This design comes from an exercise in tuning for small area, a short achievable clock period and few clock cycles on the open sky130 flow, not from production work. At most, simulation tests tie the RTL to the original design; equivalence was not proved.

## stick_radial_dead_zone
module stick_radial_dead_zone #(
    parameter int SAMPLE_BITS = 16
) (
    input  logic                            aclk,
    input  logic                            aresetn,
    input  logic                            cfg_we,
    input  logic [srdz_pkg::DEAD_W-1:0]     cfg_wdata,    
    input  logic                            s_tvalid,
    output logic                            s_tready,
    input  logic [2*srdz_pkg::DATA_W-1:0]   s_tdata,      
    output logic                            m_tvalid,
    input  logic                            m_tready,
    output logic [2*srdz_pkg::DATA_W-1:0]   m_tdata,      
    output logic [0:0]                      m_tuser       
);
Size: ~13000 cells after synthesis, ~87 I/O pins, roughly 130000 µm² of cells after synthesis.
clock: 8.0 ns
lec_check: 0
abc_area: 1
cap_margin: 20
core_margin: 2
core_utilization: 40
setup_slack_margin: 2.5
slew_margin: 20
run.sh (not shown) runs the stock make flow with config.mk's settings and CLKGATE_MAP_FILE= SYNTH_SCRIPT=/design/flow/synth_recipe.tcl, a recipe that flattens the netlist after the stock synthesis.
The baseline finished clean.
Then changed:
Settings changed: SETUP_SLACK_MARGIN 2.5 to 3.5.
Global-route usage increases by 1.5 points.
Routed wire length increases by about 13%.
No functional check of the RTL was part of any run of this note.

========
stick_radial_dead_zone, a different RTL version from the one above (not shown whole).
Size in the first run: about 12000 cells after synthesis, ~87 I/O pins.
==> flow/config.mk <==
export PLATFORM = sky130hd
export DESIGN_NAME = stick_radial_dead_zone
export DESIGN_NICKNAME = stick_radial_dead_zone
export VERILOG_FILES = /design/flow/design.v
export SDC_FILE = /design/flow/constraint.sdc
export NUM_CORES = 4
export LEC_CHECK = 0
export ABC_AREA = 1
export CAP_MARGIN = 20
export CORE_MARGIN = 2
export CORE_UTILIZATION = 40
export SETUP_SLACK_MARGIN = 3.0
export SLEW_MARGIN = 20
==> flow/constraint.sdc <==
create_clock -name core_clock -period 8.0 [get_ports {aclk}]
set_input_delay 1.6000 -clock core_clock [delete_from_list [all_inputs] [get_ports {aclk}]]
set_output_delay 1.6000 -clock core_clock [all_outputs]
set_load 0.01 [all_outputs]
Testbench counts at the start, summed over its fixed seeds: cycles 12,184.
Edit:
--- a/flow/config.mk
+++ b/flow/config.mk
@@ -11,3 +11,3 @@
 export CORE_UTILIZATION = 40
-export SETUP_SLACK_MARGIN = 3.0
+export SETUP_SLACK_MARGIN = 4.0
 export SLEW_MARGIN = 20
What happened: Global-route usage goes up by 1.7 points. Synthesized cell count does not change. Worst setup slack got worse by 41 ps. Via count grows by a few percent.

========
stick_radial_dead_zone, a different RTL version from the one above (not shown whole).
For scale: ~12,000 cells after synthesis, ~1,800 flip-flops, roughly 120,000 µm² of cells after synthesis.
Design stick_radial_dead_zone, start of the top module:
module stick_radial_dead_zone #(
    parameter int SAMPLE_BITS = 16
) (
    input  logic                            aclk,
    input  logic                            aresetn,
    input  logic                            cfg_we,
    input  logic [srdz_pkg::DEAD_W-1:0]     cfg_wdata,    
    input  logic                            s_tvalid,
    output logic                            s_tready,
    input  logic [2*srdz_pkg::DATA_W-1:0]   s_tdata,      
    output logic                            m_tvalid,
    input  logic                            m_tready,
    output logic [2*srdz_pkg::DATA_W-1:0]   m_tdata,      
    output logic [0:0]                      m_tuser       
);
    logic [14:0] dead_reg;
    logic [15:0] nden;           
    logic        dead_full;      
    logic en;
    logic m_v_reg;
    logic [15:0] m_x_reg, m_y_reg;
    logic m_dz_reg;
    assign en       = !m_v_reg || m_tready;
    assign s_tready = en;
    assign m_tvalid = m_v_reg;
    assign m_tdata  = {m_y_reg[15] ? -{1'b0, m_y_reg[14:0]} : {1'b0, m_y_reg[14:0]},
                       m_x_reg[15] ? -{1'b0, m_x_reg[14:0]} : {1'b0, m_x_reg[14:0]}};
    assign m_tuser  = m_dz_reg;
    always_ff @(posedge aclk) begin
        if (!aresetn) begin
            dead_reg <= srdz_pkg::DEAD_RESET;
        end else if (cfg_we) begin
            dead_reg <= cfg_wdata;
        end
    end
    always_ff @(posedge aclk) begin
        nden      <= 16'd32769 + {1'b0, dead_reg};
        dead_full <= &dead_reg;
    end
    logic v0;
    logic [15:0] in_x, in_y;
    always_ff @(posedge aclk) begin
        if (!aresetn) v0 <= 1'b0;
        else if (en)  v0 <= s_tvalid;
    end
    always_ff @(posedge aclk) begin
        if (en) begin
            in_x <= {s_tdata[15], s_tdata[14:0] ^ {15{s_tdata[15]}}};
  ...
clock: 8.0 ns
lec_check: 0
abc_area: 1
cap_margin: 20
core_margin: 2
core_utilization: 50
cts_buf_list: sky130_fd_sc_hd__clkbuf_8
cts_cluster_size: 30
setup_slack_margin: 2.5
slew_margin: 20
The starting point finished but fails on max-capacitance violations, max-slew violations.
Testbench counts at the start, summed over its fixed seeds: cycles 12,184.
Edit:
- CAP_MARGIN: 20 -> 30
- PLACE_DENSITY: not set -> 0.75
- SETUP_SLACK_MARGIN: 2.5 -> 3.0
- SLEW_MARGIN: 20 -> 30
- TNS_END_PERCENT: not set -> 0
Outcome: With this change the flow finished clean. Critical path depth rises by 22. Maximum frequency falls slightly. Design area rises slightly. Utilization rises by 0.54 points. Synthesized cell count is unchanged. Setup slack loses 0.023 ns. First-iteration DRC count rises by well over a third. Global-route usage falls by 1.4 points.
Edit:
- HOLD_SLACK_MARGIN: not set -> 0.0
- PLACE_DENSITY: 0.75 -> not set
Count of clock-buffer cells in the layout went up by 18.
Die area stays the same.
Flip-flop and latch count is unchanged.
Critical path depth went down by 1.
Global-route usage went up by 1.8 points.
Sequential share of layout area went down by 0.33 points.
Fmax went up by 1.7%.
Via count barely changes.
Edit:
- CORE_UTILIZATION: 50 -> 55
- HOLD_SLACK_MARGIN: 0.0 -> not set
- SETUP_SLACK_MARGIN: 3.0 -> 3.5
Count of clock-buffer cells in the layout is lower by 12.
First-iteration DRC count grows by 4.6%.
Die area went down by 9.0%.
Register-to-register slack degrades by 0.03 ns.
Edit:
- CAP_MARGIN: 30 -> 20
- CORE_UTILIZATION: 55 -> 50
- SETUP_SLACK_MARGIN: 3.5 -> 3.0
- SLEW_MARGIN: 30 -> 20
First-iteration DRC count falls by 2.0%.
Sequential cell count is unchanged.
Worst setup slack improved by 0.051 ns.
Global-route usage goes down by 2.7 points.
Wire length goes down by 1.1%.
Edit:
- CAP_MARGIN: 20 -> 30
- SETUP_SLACK_MARGIN: 3.0 -> 2.5
- SLEW_MARGIN: 20 -> 30
- TNS_END_PERCENT: 0 -> not set
Result: The changed run finished clean; fmax goes down by a few percent; synthesized cell count is unchanged; final area fell slightly; count of clock-buffer cells in the layout increases by 4; worst setup slack got worse by 0.12 ns.

## static timing again, ports no longer ideal
How much do the figures lean on ideal ports? The routed layouts below were timed once more, with nothing changed but the port constraints. Step 1 assumes that a clkbuf_16 drives the clock port and a buf_2 every other input. Step 2 also shifts input and output timing later by t, the mid clock arrival at the registers, as if the neighbouring blocks saw the same clock. Slacks: no drivers / after step 1 / after step 2; pairs: no drivers / after step 1.
| run | t, ns | slack for setup (ns) | pins driven straight from the clock port |
|---|---|---|---|
| the first run of note 1 | 0.965 | 2.664 / 2.664 / 2.664 | 1 |
| the second run of note 1 | 0.967 | 3.101 / 3.101 / 3.101 | 1 |
| the first run of note 2 | 0.981 | 2.748 / 2.748 / 2.748 | 1 |
| the second run of note 2 | 0.988 | 2.707 / 2.707 / 2.707 | 1 |
| the first run of note 3 | 1.106 | 2.700 / 2.685 / 2.700 | 1 |
| the second run of note 3 | 1.129 | 2.676 / 2.676 / 2.676 | 1 |
| the third run of note 3 | 1.118 | 2.763 / 2.763 / 2.763 | 1 |
| the fourth run of note 3 | 1.116 | 2.735 / 2.735 / 2.735 | 1 |
| the fifth run of note 3 | 1.112 | 2.785 / 2.785 / 2.785 | 1 |
| the sixth run of note 3 | 1.106 | 2.662 / 2.662 / 2.662 | 1 |
